This is an optimization exercise on Yosys and OpenROAD, whose aim is small area, a short achievable clock period and few clock cycles per item, not a production implementation. No run shown here included a check of the RTL's function; only the layout flow was run. Power and IR drop assume default switching activity.

File: flow/standard.sh
#!/bin/bash
# synth_recipe.tcl (not shown) runs the flow's synth.tcl, then flattens the netlist and writes it again
# the make line also repeats each setting of config.mk as NAME=value (left out here)
make -C /OpenROAD-flow-scripts/flow DESIGN_CONFIG=/design/flow/config.mk WORK_HOME=/design/flow/orfs CLKGATE_MAP_FILE= SYNTH_SCRIPT=/design/flow/synth_recipe.tcl "${@:-finish}"
File: flow/design.v
`default_nettype none
package dibw_pkg;
  typedef enum logic [2:0] {
    CMD_AND = 3'd0,
    CMD_OR  = 3'd1,
    CMD_XOR = 3'd2,
    CMD_NOT = 3'd3,
    CMD_SHL = 3'd4,
    CMD_SAR = 3'd5,
    CMD_SHR = 3'd6,
    CMD_NOP = 3'd7
  } cmd_t;
endpackage
`default_nettype wire
`default_nettype none
module dibw_shift_hi (
  input  wire logic [63:0] bits,
  output logic [38:0]      w
);
  logic [10:0] expo;
  logic        ok;
  logic [82:0] s0, s1, s2, s3, s4;
  always_comb begin
    expo = bits[62:52];
    ok   = (expo[10:7] == 4'b1000);
    s0   = {30'd0, ok, bits[51:0] & {52{ok}}};
    s1   = expo[6] ? (s0 << 64) : s0;
    s2   = expo[5] ? (s1 << 32) : s1;
    s3   = expo[4] ? (s2 << 16) : s2;
    s4   = expo[3] ? (s3 << 8)  : s3;
    w    = s4[82:44];
  end
endmodule
module dibw_shift_lo (
  input  wire logic [38:0] w,
  input  wire logic [2:0]  j,
  input  wire logic        one,
  output logic [31:0]      mag
);
  logic [38:0] t1, t2, t3;
  always_comb begin
    t1  = j[2] ? (w << 4)  : w;
    t2  = j[1] ? (t1 << 2) : t1;
    t3  = j[0] ? (t2 << 1) : t2;
    mag = {t3[38:8], t3[7] | one};
  end
endmodule
module dibw_cneg (
  input  wire logic [31:0] v,
  input  wire logic        s,
  output logic [31:0]      r
);
  assign r = s ? (32'd0 - v) : v;
endmodule
module dibw_lzc (
  input  wire logic [31:0] v,
  output logic [4:0]       lz
);
  logic [15:0] z1; logic [15:0] c1;
  logic [7:0]  z2; logic [15:0] c2;
  logic [3:0]  z3; logic [11:0] c3;
  logic [1:0]  z4; logic [7:0]  c4;
  always_comb begin
    for (int i = 0; i < 16; i++) begin
      z1[i] = !(v[2*i+1] | v[2*i]);
      c1[i] = !v[2*i+1];
    end
    for (int i = 0; i < 8; i++) begin
      z2[i]        = z1[2*i+1] & z1[2*i];
      c2[2*i +: 2] = z1[2*i+1] ? {1'b1, c1[2*i]} : {1'b0, c1[2*i+1]};
    end
    for (int i = 0; i < 4; i++) begin
      z3[i]        = z2[2*i+1] & z2[2*i];
      c3[3*i +: 3] = z2[2*i+1] ? {1'b1, c2[2*(2*i) +: 2]} : {1'b0, c2[2*(2*i+1) +: 2]};
    end
    for (int i = 0; i < 2; i++) begin
      z4[i]        = z3[2*i+1] & z3[2*i];
      c4[4*i +: 4] = z3[2*i+1] ? {1'b1, c3[3*(2*i) +: 3]} : {1'b0, c3[3*(2*i+1) +: 3]};
    end
    lz = z4[1] ? {1'b1, c4[3:0]} : {1'b0, c4[7:4]};
  end
endmodule
module dibw_alu (
  input  wire logic [2:0]  cmd,
  input  wire logic [31:0] a,
  input  wire logic [31:0] b,
  output logic [31:0]      r
);
  logic [31:0] x, y, rev_y;
  logic        fill;
  always_comb begin
    for (int i = 0; i < 32; i++) x[i] = (cmd == 3'd4) ? a[31 - i] : a[i];
    fill = (cmd == 3'd5) && a[31];
    y = b[4] ? {{16{fill}}, x[31:16]} : x;
    y = b[3] ? {{8{fill}},  y[31:8]}  : y;
    y = b[2] ? {{4{fill}},  y[31:4]}  : y;
    y = b[1] ? {{2{fill}},  y[31:2]}  : y;
    y = b[0] ? {fill,       y[31:1]}  : y;
    for (int i = 0; i < 32; i++) rev_y[i] = y[31 - i];
    case (cmd)
      3'd0:    r = a & b;
      3'd1:    r = a | b;
      3'd2:    r = a ^ b;
      3'd3:    r = ~a;
      3'd4:    r = rev_y;
      3'd5:    r = y;
      3'd6:    r = y;
      default: r = 32'd0;
    endcase
  end
endmodule
module dibw_mag (
  input  wire logic        uns,
  input  wire logic [31:0] w,
  output logic             neg,
  output logic [31:0]      m,
  output logic [4:0]       lz
);
  assign neg = !uns && w[31];
  dibw_cneg u_neg (.v(w), .s(neg), .r(m));
  dibw_lzc  u_lzc (.v(w ^ {32{neg}}), .lz(lz));
endmodule
module dibw_norm (
  input  wire logic        neg,
  input  wire logic [31:0] m,
  input  wire logic [4:0]  lz,
  output logic [63:21]     d
);
  logic [32:0] s;
  logic [4:0]  p;
  logic [10:0] expo;
  always_comb begin
    s    = {1'b0, m} << lz;
    p    = ~lz;
    expo = s[32] ? (11'd1024 + {6'd0, p}) : (11'd1023 + {6'd0, p});
    if (s[32:31] == 2'b00) d = '0;
    else d = {neg, expo, s[30:0]};
  end
endmodule
module double_int32_wrap_bitwise_alu_core (
  input  wire logic        clk,
  input  wire logic        rst,
  input  wire logic        in_valid,
  output logic             in_stall,
  input  wire logic [2:0]  command,
  input  wire logic [63:0] operand_a,
  input  wire logic [63:0] operand_b,
  output logic             out_valid,
  input  wire logic        out_stall,
  output logic [63:0]      result_double,
  output logic [31:0]      result_word,
  output logic             result_unsigned
);
  logic           v1, v2, v3, v4;
  dibw_pkg::cmd_t cmd1;
  logic [38:0]    wa1, wb1;
  logic [2:0]     ja1, jb1;
  logic           oa1, ob1, sa1, sb1;
  dibw_pkg::cmd_t cmd2;
  logic [31:0]    a2, b2;
  logic [31:0]    r3;
  logic           uns3;
  logic [31:0]    m4;
  logic [4:0]     lz4;
  logic           neg4, uns4;
  logic           adv;
  logic [38:0]  wa0, wb0;
  logic [31:0]  ma, mb, a, b, r, m;
  logic [4:0]   lz;
  logic         neg;
  logic [63:21] dbl;
  assign adv      = !(v4 && out_stall);
  assign in_stall = !adv;
  dibw_shift_hi u_hi_a (.bits(operand_a), .w(wa0));
  dibw_shift_hi u_hi_b (.bits(operand_b), .w(wb0));
  dibw_shift_lo u_lo_a (.w(wa1), .j(ja1), .one(oa1), .mag(ma));
  dibw_shift_lo u_lo_b (.w(wb1), .j(jb1), .one(ob1), .mag(mb));
  dibw_cneg     u_ng_a (.v(ma), .s(sa1), .r(a));
  dibw_cneg     u_ng_b (.v(mb), .s(sb1), .r(b));
  dibw_alu      u_alu  (.cmd(cmd2), .a(a2), .b(b2), .r(r));
  dibw_mag      u_mag  (.uns(uns3), .w(r3), .neg(neg), .m(m), .lz(lz));
  dibw_norm     u_norm (.neg(neg4), .m(m4), .lz(lz4), .d(dbl));
  dibw_cneg     u_word (.v(m4), .s(neg4), .r(result_word));
  always_ff @(posedge clk) begin
    if (rst) begin
      v1 <= 1'b0;
      v2 <= 1'b0;
      v3 <= 1'b0;
      v4 <= 1'b0;
    end else if (adv) begin
      v1 <= in_valid;
      v2 <= v1;
      v3 <= v2;
      v4 <= v3;
    end
    if (adv) begin
      cmd1            <= dibw_pkg::cmd_t'(command);
      wa1             <= wa0;
      ja1             <= operand_a[54:52];
      oa1             <= (operand_a[62:52] == 11'd1023);
      sa1             <= operand_a[63];
      wb1             <= wb0;
      jb1             <= operand_b[54:52];
      ob1             <= (operand_b[62:52] == 11'd1023);
      sb1             <= operand_b[63];
      cmd2            <= cmd1;
      a2              <= a;
      b2              <= b;
      r3              <= r;
      uns3            <= (cmd2 == dibw_pkg::CMD_SHR);
      m4              <= m;
      lz4             <= lz;
      neg4            <= neg;
      uns4            <= uns3;
    end
  end
  assign out_valid       = v4;
  assign result_unsigned = uns4;
  assign result_double   = {dbl, 21'd0};
endmodule
`default_nettype wire
File: flow/config.mk
export PLATFORM = sky130hd
export DESIGN_NAME = double_int32_wrap_bitwise_alu_core
export DESIGN_NICKNAME = double_int32_wrap_bitwise_alu_core
export VERILOG_FILES = /design/flow/design.v
export SDC_FILE = /design/flow/constraint.sdc
export NUM_CORES = 4
export LEC_CHECK = 0
export CAP_MARGIN = 20
export CORE_MARGIN = 2
export CORE_UTILIZATION = 40
export SLEW_MARGIN = 20
File: flow/flow/run.sh
#!/bin/bash
# Standard flow, except that the port buffers are buf_2 cells (not the default
# delay-buffer cells) and the resizer may swap cells across footprints.
set -uo pipefail
bash standard.sh MATCH_CELL_FOOTPRINT=0 "BUFFER_PORTS_ARGS=-buffer_cell sky130_fd_sc_hd__buf_2" finish > standard.log 2>&1
File: flow/constraint.sdc
create_clock -name core_clock -period 5.0 [get_ports {clk}]
set_input_delay 1.0000 -clock core_clock [delete_from_list [all_inputs] [get_ports {clk}]]
set_output_delay 1.0000 -clock core_clock [all_outputs]
set_load 0.01 [all_outputs]
==> results.yml, run 1 <==
synthesis:
  synth-seq-area-share_pct: 28.9
  synthCells: 2664
  ys_types: 92
  synth_edf_count: 230
  syn-cell-area_um2: 24200
  synth_top_cell_area_share_pct: 28.5
  synthFlopType: "edfxtp_1"
  ys_warn_count: 6
  synth_top_area_cell: "edfxtp_1"
  synthTopCellsByArea: "edfxtp_1 29%, mux4_2 11%, mux2i_1 7.9%, nand2_1 4.2%, ha_1 3.6%"
  ys_ff_latch: 234
  syn_area_per_cell_um2: 9.09
  synthArstFlopShare_pct: 0
die:
  start_util_pct: 40.2
  die-area_um2: 62500
  die_w_um: 250
  die_y_um: 250
  io_pins: 234
  fp.coreArea_um2: 60100
  num_rows: 90
sta:
  maxSlewViolCount: 0
  fin_crit_sh_pct: 96.7
  tightest_slew_ps: 1070
  rsz0062_at_grt: "no"
  fin_tns_setup_ps: 0
  max_freq_mhz: 207
  fin_ws_ps: 167
  slew_headroom_pct: 28.5
  period_minus_slack_ps: 4830
  fin_skew_ps: 20.2
  finalSetupViolCount: 0
  finalHoldViolCount: 0
power_and_ir_drop:
  cellLeakagePower_nw: 10.5
  power_mw: 11.1
  vdd_drop_max_mv: 0.314
  power_density_nw_per_um2: 416
global_routing:
  grt_start_max_net_pins: 167
  grt_use_met3_pct: 2.39
  grt_first_pass_wirelength_um: 116000
  grt-ovfl-total: 0
  use_met1_pct: 30.1
  gr-usage-met2_pct: 38.4
  grt_antenna_before_repair: 2
  grt_most_used_layer: "met2"
  grt_pass1_vias: 20654
  grt_use_total_pct: 22.8
setup_path:
  crit_required_ps: 4000
  crit_fanout: 8
  worstPathArrival_ps: 3830
  endpoint_kind: "output port"
  start_kind: "register"
  crit_type: "reg2out"
run:
  max-cap-violations: 0
cts:
  numCtsBuffers: 28
  post_cts_buffers: 0
  cts.sinks: 234
  cts_tree: "yes"
  clk_pin_slew_ps: 60
  htreeDepth: 1
  post_cts_resized: 0
  clock_latency_ps: 570
  clock_path_buffers: 3
  hold_buffers: 0
  cts_root_buf: "clkbuf_16"
finish:
  fin_nets: 2940
  area_delta_synth_final_pct: 10.3
  drive_gt1_share_pct: 19.0
  layout_common_cells: "272 x nand2_1, 230 x edfxtp_1, 217 x nor2_1"
  utilization_pct: 44.4
  n_antenna_cell: 0
  mostFrequentLayoutCell: "nand2_1"
  fillers: 5822
status:
  status: "complete, no violations"
route:
  drt_first_pass_iters: 8
  drc: 0
  num_vias: 21804
  drt_wl_total_um: 73700
  antenna_left: 0
  routedWlPerCell_um: 20.8
  drt-vias-per-instance: 6.16
  drtIter0Drc: 1917
placed_design:
  routabilityCongestion: 0.955
  pre_cts_ws_ps: 746
  io_buffer_count: 212
  dp_hpwl_um: 55900
hold_path:
  hold_class: "reg2reg"
[stage by stage]
stage,area [um2],std cells,hold WS [ps]
after floorplan,24300,2684,400
after global placement,25700,3485,417
after detailed placement,25700,3485,417
after CTS,26700,3535,430
after global routing,26700,3537,437
final,26700,3537,429
[cells by family after synthesis]
kind of cell	synth area share (%)
xor gates and xnor gates	3.51
adders and majority gates	3.62
DFF	28.9
AOI/OAI and AO/OA	20.4
and+or+nand+nor	15.8
buffers and inverters	5.98
other	0.0155
muxes	21.8
[cell type report]
type	count	area, um2	area share (%)
clock buffers	32	737	2.76
clock inverters	18	243	0.909
inverters	104	390	1.46
multi-input cells	2102	15900	59.5
flip-flops and latches	234	6990	26.2
well taps	782	978	3.66
repair buffers	265	1480	5.55
[power by group]
group	internal (mW)	switching (mW)
sequential	2.63	0.718
clock	1.32	0.838
combinational	2.43	3.18
[path summary, 6_finish.rpt]
kind	from	end	slack, ps	cells after the start
setup / recovery	m4[12]	result_word[29]	170	8
hold / removal	cmd1[2]	cmd2[2]	430	0
setup reg to reg	cmd2[0]	r3[29]	1260	9
hold reg to reg	cmd1[2]	cmd2[2]	430	0
[critical path: stages, from the launching register on]
cell      delay [ps]
edfxtp_1         510
or4_4            580
or4_1            460
or4_4            570
or3_4            380
or2_4            270
o41ai_4          210
xnor2_1          150
buf_2            150
[Yosys cell counts (33+ instances only)]
cell type,number
a22oi_1,34
nand2_1,273
a22o_1,33
a211oi_1,38
ha_1,70
xor2_1,37
o21ai_0,175
clkbuf_1,159
inv_1,98
mux4_2,116
nor2_1,219
buf_1,36
a21oi_1,146
o22ai_1,36
nand3_1,66
mux2i_1,192
edfxtp_1,230
xnor2_1,60
nor3_1,52
mux2_2,56
[metal layers]
metal / vias up / share of wire [%]
met2: 872 / 48
li1: 10302 / -
met1: 10470 / 42
met5: - / 0.037
met3: 156 / 6.1
met4: 4 / 4.0
[state kept, by name, indices dropped and copies added (netlist names), 3 cells and up]
signal and flops:
m4 32, jb1 3, wb1 39, b2 32
a2 32, ja1 3, cmd2 3, cmd1 3
lz4 5, r3 32, wa1 39
==> run 2: changes to the inputs <==
--- a/flow/config.mk
+++ b/flow/config.mk
@@ -8,4 +8,5 @@
 export CAP_MARGIN = 20
 export CORE_MARGIN = 2
 export CORE_UTILIZATION = 40
+export SETUP_SLACK_MARGIN = 1.2
 export SLEW_MARGIN = 20
==> results.yml, run 2 <==
sta:
  fin_crit_sh_pct: 92.4
  slew_headroom_pct: 29.3
  finalHoldViolCount: 0
  tightest_slew_ps: 1060
  fin_skew_ps: 27.3
  rsz0062_at_grt: "yes"
  whs_ps: 418
  period_minus_slack_ps: 4620
  fin_tns_setup_ps: 0
  maxSlewViolCount: 0
  max_freq_mhz: 216
  finalSetupViolCount: 0
setup_path:
  crit_required_ps: 4000
  crit_fanout: 3
  worst-path-buf-inv: 1
  slowest_delay_ps: 540
  crit_top_cell: "or4_4"
  endpoint_kind: "output port"
  cp_cell_sequence: "or4_4, or4_4, or4_4, or3_4, or2_4, o41ai_4, xnor2_1, buf_2"
  cp_slowest_cell: "or4_4"
  start_kind: "register"
  crit_type: "reg2out"
  critPathTopFamily: "simple AND/OR/NAND/NOR gates"
  rrSetupSlack_ps: 1440
  worstPathArrival_ps: 3620
power_and_ir_drop:
  p_comb_share_pct: 58.4
  cellLeakagePower_nw: 10.9
  cellInternalPower_mw: 7.31
  power_density_nw_per_um2: 458
  vdd_drop_max_mv: 0.359
  p_sw_share_pct: 42.8
  power_mw: 12.8
  seqPwrFrac_pct: 25.6
  clkPwrFrac_pct: 15.9
  switching_power_mw: 5.48
die:
  fp.coreArea_um2: 60100
  num_rows: 90
  die_w_um: 250
  start_util_pct: 40.2
  die_y_um: 250
  io_pins: 234
  die-area_um2: 62500
finish:
  fin_nets: 2995
  n_antenna_cell: 0
  layout_common_cells: "272 x nand2_1, 230 x edfxtp_1, 202 x nor2_1"
  reg_top3: "wa1 x39, wb1 x39"
  area_delta_synth_final_pct: 15.3
  drive_gt1_share_pct: 23.0
  mostFrequentLayoutCell: "nand2_1"
synthesis:
  synth_commonest_cells: "273 x nand2_1, 230 x edfxtp_1, 219 x nor2_1"
  synthArstFlopShare_pct: 0
  syn-cell-area_um2: 24200
  synth_top_area_cell: "edfxtp_1"
  synth_edf_count: 230
  synthFlopType: "edfxtp_1"
  synth.most_common_cell: "nand2_1"
  ys_warn_count: 6
  synthCells: 2664
  synth_top_cell_area_share_pct: 28.5
  synth-seq-area-share_pct: 28.9
  ys_types: 92
  syn_area_per_cell_um2: 9.09
  ys_ff_latch: 234
  synthTopCellsByArea: "edfxtp_1 29%, mux4_2 11%, mux2i_1 7.9%, nand2_1 4.2%, ha_1 3.6%"
cts:
  cts_tree: "yes"
  numCtsBuffers: 27
  clock_latency_ps: 560
  htreeDepth: 1
  clock_path_buffers: 3
  clk_pin_slew_ps: 60
  cts.sinks: 234
  cts_root_buf: "clkbuf_16"
route:
  routedWlPerCell_um: 21.4
  drt_wl_total_um: 76800
  antenna_left: 0
  drt_first_pass_iters: 7
  drtIter0Drc: 1832
  num_vias: 22339
  drt-vias-per-instance: 6.22
  drc: 0
global_routing:
  grt_first_pass_wirelength_um: 119000
  grt_start_max_net_pins: 171
  grt_use_total_pct: 23.4
  grt_antenna_before_repair: 0
  grt_pass1_vias: 21173
  grt-ovfl-total: 0
hold_path:
  hold_class: "reg2reg"
run:
  max-cap-violations: 0
status:
  status: "complete, no violations"
placed_design:
  io_buffer_count: 212
  dp_hpwl_um: 56500
  routabilityCongestion: 0.961
## run 2: worst paths after layout
check	to	start	cells past startpoint
setup / recovery	result_word[29]	m4[14]	8
hold / removal	cmd2[0]	cmd1[0]	0
setup reg to reg	r3[1]	cmd2[0]	8
hold reg to reg	cmd2[0]	cmd1[0]	0
## run 2: worst register-to-register path, cell delays in order (launching register included)
cell and delay, ps:
edfxtp_1 600, or3b_2 560, buf_4 280, mux4_2 540
a22oi_1 190, nand3_1 150, o21ai_0 320, o21ai_0 230
a221o_1 440
## run 2: layout make-up
cell class,count,area (um2)
Clock buffer,30,687
Multi-Input combinational cell,2102,16400
Inverter,104,398
Fill cell,5674,32200
Sequential cell,234,6990
Timing Repair Buffer,321,2190
Clock inverter,17,226
Tap cell,782,978
## run 2: what timing repair did
action,CTS,global route
gates resized for setup,78,67
hold buffers,0,0
setup endpoints to repair,66,86
gates cloned,6,0
pin swaps,32,15
setup buffers,35,16
## run 2: power by group through the flow
stage               Clock (mW)  Sequential, mW  Combinational, mW
floorplan                    0            2.95               4.12
detailed placement           0            3.39               5.55
finish                    2.04            3.28               7.48
global route              2.16            3.33               7.94
CTS                       2.08            3.26               6.70
global placement             0            3.37               5.50
## run 2: routing by layer
layer,up-vias,share of wire [%],GRT usage [%]
met2,933,49,39.9
met5,-,0,0
met3,174,6.3,2.64
li1,10402,-,-
met1,10830,41,30.5
met4,0,4.1,9.19
## run 2: metrics by stage
step                cells  setup slack, ps  area, um2  utilization (%)
global placement     3484              850      25700             42.8
CTS                  3572              359      27400             45.5
floorplan            2684             1070      24300                -
global route         3590              258      27900             46.4
detailed placement   3484              731      25700             42.8
finish               3590              380      27900             46.4
## run 2: cells by family (layout without fill, tap and decap cells)
| logic type | Yosys count | after routing | synth area share, % |
|---|---|---|---|
| simple gates | 811 | 811 | 15.8 |
| compound gates | 735 | 735 | 20.4 |
| mux | 368 | 368 | 21.8 |
| buf+inv | 348 | 472 | 5.98 |
| flops | 234 | 234 | 28.9 |
| xor+xnor | 97 | 97 | 3.51 |
| fa+ha+maj | 70 | 70 | 3.62 |
| other cells | 1 | 21 | 0.0155 |
==> run 3: changes to the inputs <==
==> flow/run.sh (new file) <==
#!/bin/bash
# synth_recipe.tcl (not shown) runs the flow's synth.tcl, then flattens the netlist and writes it again
# the make line also repeats each setting of config.mk as NAME=value (left out here)
make -C /OpenROAD-flow-scripts/flow DESIGN_CONFIG=/design/flow/config.mk WORK_HOME=/design/flow/orfs CLKGATE_MAP_FILE= SYNTH_SCRIPT=/design/flow/synth_recipe.tcl finish
--- a/flow/config.mk
+++ b/flow/config.mk
@@ -8,5 +8,4 @@
 export CAP_MARGIN = 20
 export CORE_MARGIN = 2
 export CORE_UTILIZATION = 40
-export SETUP_SLACK_MARGIN = 1.2
 export SLEW_MARGIN = 20
removed: flow/flow/run.sh
removed: flow/standard.sh
==> results.yml, run 3 <==
setup_path:
  crit_required_ps: 4000
  worstPathArrival_ps: 3860
  crit_type: "reg2out"
  start_kind: "register"
  endpoint_kind: "output port"
  crit_fanout: 4
power_and_ir_drop:
  vdd_drop_max_mv: 0.338
  cellLeakagePower_nw: 10.5
  seqPwrFrac_pct: 28.1
  switching_power_mw: 4.87
  power_density_nw_per_um2: 420
  cellInternalPower_mw: 6.82
  power_mw: 11.7
  p_comb_share_pct: 55.6
  p_sw_share_pct: 41.7
  clkPwrFrac_pct: 16.3
synthesis:
  synth_top_area_cell: "edfxtp_1"
  synth_edf_count: 230
  synthTopCellsByArea: "edfxtp_1 29%, mux4_2 11%, mux2i_1 7.9%, nand2_1 4.2%, ha_1 3.6%"
  synthFlopType: "edfxtp_1"
  synth_top_cell_area_share_pct: 28.5
  synth.most_common_cell: "nand2_1"
  ys_types: 92
  ys_warn_count: 6
  ys_ff_latch: 234
  synthArstFlopShare_pct: 0
  synth_commonest_cells: "273 x nand2_1, 230 x edfxtp_1, 219 x nor2_1"
  syn-cell-area_um2: 24200
  syn_area_per_cell_um2: 9.09
  synth-seq-area-share_pct: 28.9
  synthCells: 2664
cts:
  clock_path_buffers: 3
  cts_root_buf: "clkbuf_16"
  clock_latency_ps: 590
  htreeDepth: 1
  numCtsBuffers: 28
  cts_tree: "yes"
  clk_pin_slew_ps: 60
  cts.sinks: 234
  hold_buffers: 0
finish:
  layout_common_cells: "272 x nand2_1, 230 x edfxtp_1, 216 x nor2_1"
  fin_cells: 3559
  mostFrequentLayoutCell: "nand2_1"
  reg_top3: "wa1 x39, wb1 x39"
  area_delta_synth_final_pct: 15.1
  postLayoutCellArea_um2: 27900
  fin_nets: 2963
  drive_gt1_share_pct: 12.3
  fillers: 5757
global_routing:
  grt_pass1_vias: 20890
  grt_first_pass_wirelength_um: 120000
  grt-ovfl-total: 0
  grt_start_max_net_pins: 163
  grt_antenna_before_repair: 3
  grt_use_total_pct: 23.7
sta:
  period_minus_slack_ps: 4860
  fin_crit_sh_pct: 97.2
  max_freq_mhz: 206
  fin_ws_ps: 140
  fin_tns_setup_ps: 0
  fin_skew_ps: 48.7
  tightest_slew_ps: 1070
  finalHoldViolCount: 0
  slew_headroom_pct: 28.7
  maxSlewViolCount: 0
  rsz0062_at_grt: "no"
  finalSetupViolCount: 0
route:
  drtIter0Drc: 2081
  routedWlPerCell_um: 21.4
  drt_first_pass_iters: 6
  drt_wl_total_um: 76200
  antenna_left: 0
  num_vias: 22007
  drc: 0
  drt-vias-per-instance: 6.18
die:
  num_rows: 90
  start_util_pct: 40.2
  die_y_um: 250
  fp.coreArea_um2: 60100
  die-area_um2: 62500
  die_w_um: 250
  io_pins: 234
placed_design:
  routabilityCongestion: 1.02
  pre_cts_ws_ps: 366
  dp_hpwl_um: 58100
  place_area_um2: 26800
  io_buffer_count: 212
  dp.cells: 3491
status:
  status: "complete, no violations"
run:
  max-cap-violations: 0
hold_path:
  hold_class: "reg2reg"
run 3: changes by cell type in the layout (fill, tap and decap cells not counted), moves of 10 or more:
| cell | previous run | this run |
|---|---|---|
| nor2_4 | 10 | 0 |
| clkdlybuf4s50_1 | 0 | 204 |
| nor2_1 | 202 | 216 |
| buf_4 | 83 | 72 |
| buf_6 | 22 | 0 |
| buf_2 | 201 | 3 |
run 3: final cells by class:
| type | instances | area [um2] | area share, % |
|---|---|---|---|
| Antenna cell | 1 | 2.50 | 0.00898 |
| Multi-Input combinational cell | 2102 | 15900 | 57.1 |
| Tap cell | 782 | 978 | 3.51 |
| Clock buffer | 30 | 708 | 2.54 |
| Sequential cell | 234 | 6990 | 25.1 |
| Timing Repair Buffer | 288 | 2730 | 9.79 |
| Clock inverter | 18 | 160 | 0.575 |
| Inverter | 104 | 390 | 1.40 |
run 3: path summary, 6_finish.rpt:
path / end / slack [ps] / start / cells past startpoint
min: cmd2[2] / 430 / cmd1[2] / 0
max reg2reg: a2[20] / 1120 / ja1[1] / 10
max: result_word[31] / 140 / m4[14] / 8
min reg2reg: cmd2[2] / 430 / cmd1[2] / 0
run 3: power groups by stage:
stage,Sequential [mW],Clock (mW),Combinational [mW]
2_1_floorplan,2.95,0,4.08
3_3_place_gp,3.34,0,6.19
3_5_place_dp,3.37,0,6.25
4_1_cts,3.30,1.97,6.33
5_1_grt,3.34,2.04,7.01
6_report,3.28,1.91,6.51
run 3: routing by layer:
layer  vias to the layer above  routed length (um)  track usage [%]
met3                       148                4520             2.46
met4                         4                3260             9.96
li1                      10345                   -                -
met2                       906               36200             39.5
met5                         -                  33                0
met1                     10604               32300             31.4
run 3: worst max-delay path: stages, from the launching register on:
cell           delay (ps)
edfxtp_1              420
or4_4                 570
or4_1                 440
or4_4                 560
or3_4                 360
or2_4                 270
o31ai_2               210
xnor2_1               140
dlygate4sd2_1         290
run 3: kinds of logic (layout without fill, tap and decap cells):
family	after synthesis	in the layout	share of synthesized area (%)
mux	368	368	21.8
xor+xnor	97	97	3.51
buf+inv	348	440	5.98
other cells	1	22	0.0155
simple gates	811	811	15.8
compound gates	735	735	20.4
fa+ha+maj	70	70	3.62
flops	234	234	28.9
run 3: what timing repair did:
item	CTS	global route
buffers inserted	5	12
gates cloned	0	0
setup endpoints to repair	39	42
endpoints found under the hold margin	0	0
resized for setup	5	7
run 3: through the flow:
stage          util (%)  hold WS (ps)
6_report           46.3           431
5_1_grt            46.3           448
4_1_cts            46.1           433
3_5_place_dp       44.6           420
3_3_place_gp       44.6           409
2_1_floorplan         -           400

==> afterwards: timing with drivers on the ports <==
The flow's constraints put no driver on any port. The routed layouts listed below were extracted and timed again, unchanged, in two steps. Step 1: set_driving_cell puts a clkbuf_16 on clk and a buf_2 on each other input, an assumption about the parent block. Step 2 also shifts input and output timing later by t, the mid clock arrival at the registers, as if the neighbouring blocks saw the same clock. Three values: ideal ports, drivers, drivers and shift; two values: the first two.
run | t (ns) | slack for setup (ns) | worst setup path at the end | latest minus earliest clock arrival (ns)
run 1 | 0.627 | 0.167 / 0.104 / 0.731 | register to output | 0.020 / 0.020
run 2 | 0.611 | 0.380 / 0.321 / 0.931 | register to output | 0.028 / 0.027
run 3 | 0.628 | 0.140 / 0.082 / 0.710 | register to output | 0.056 / 0.056
After both steps setup and hold are still met in every run listed.
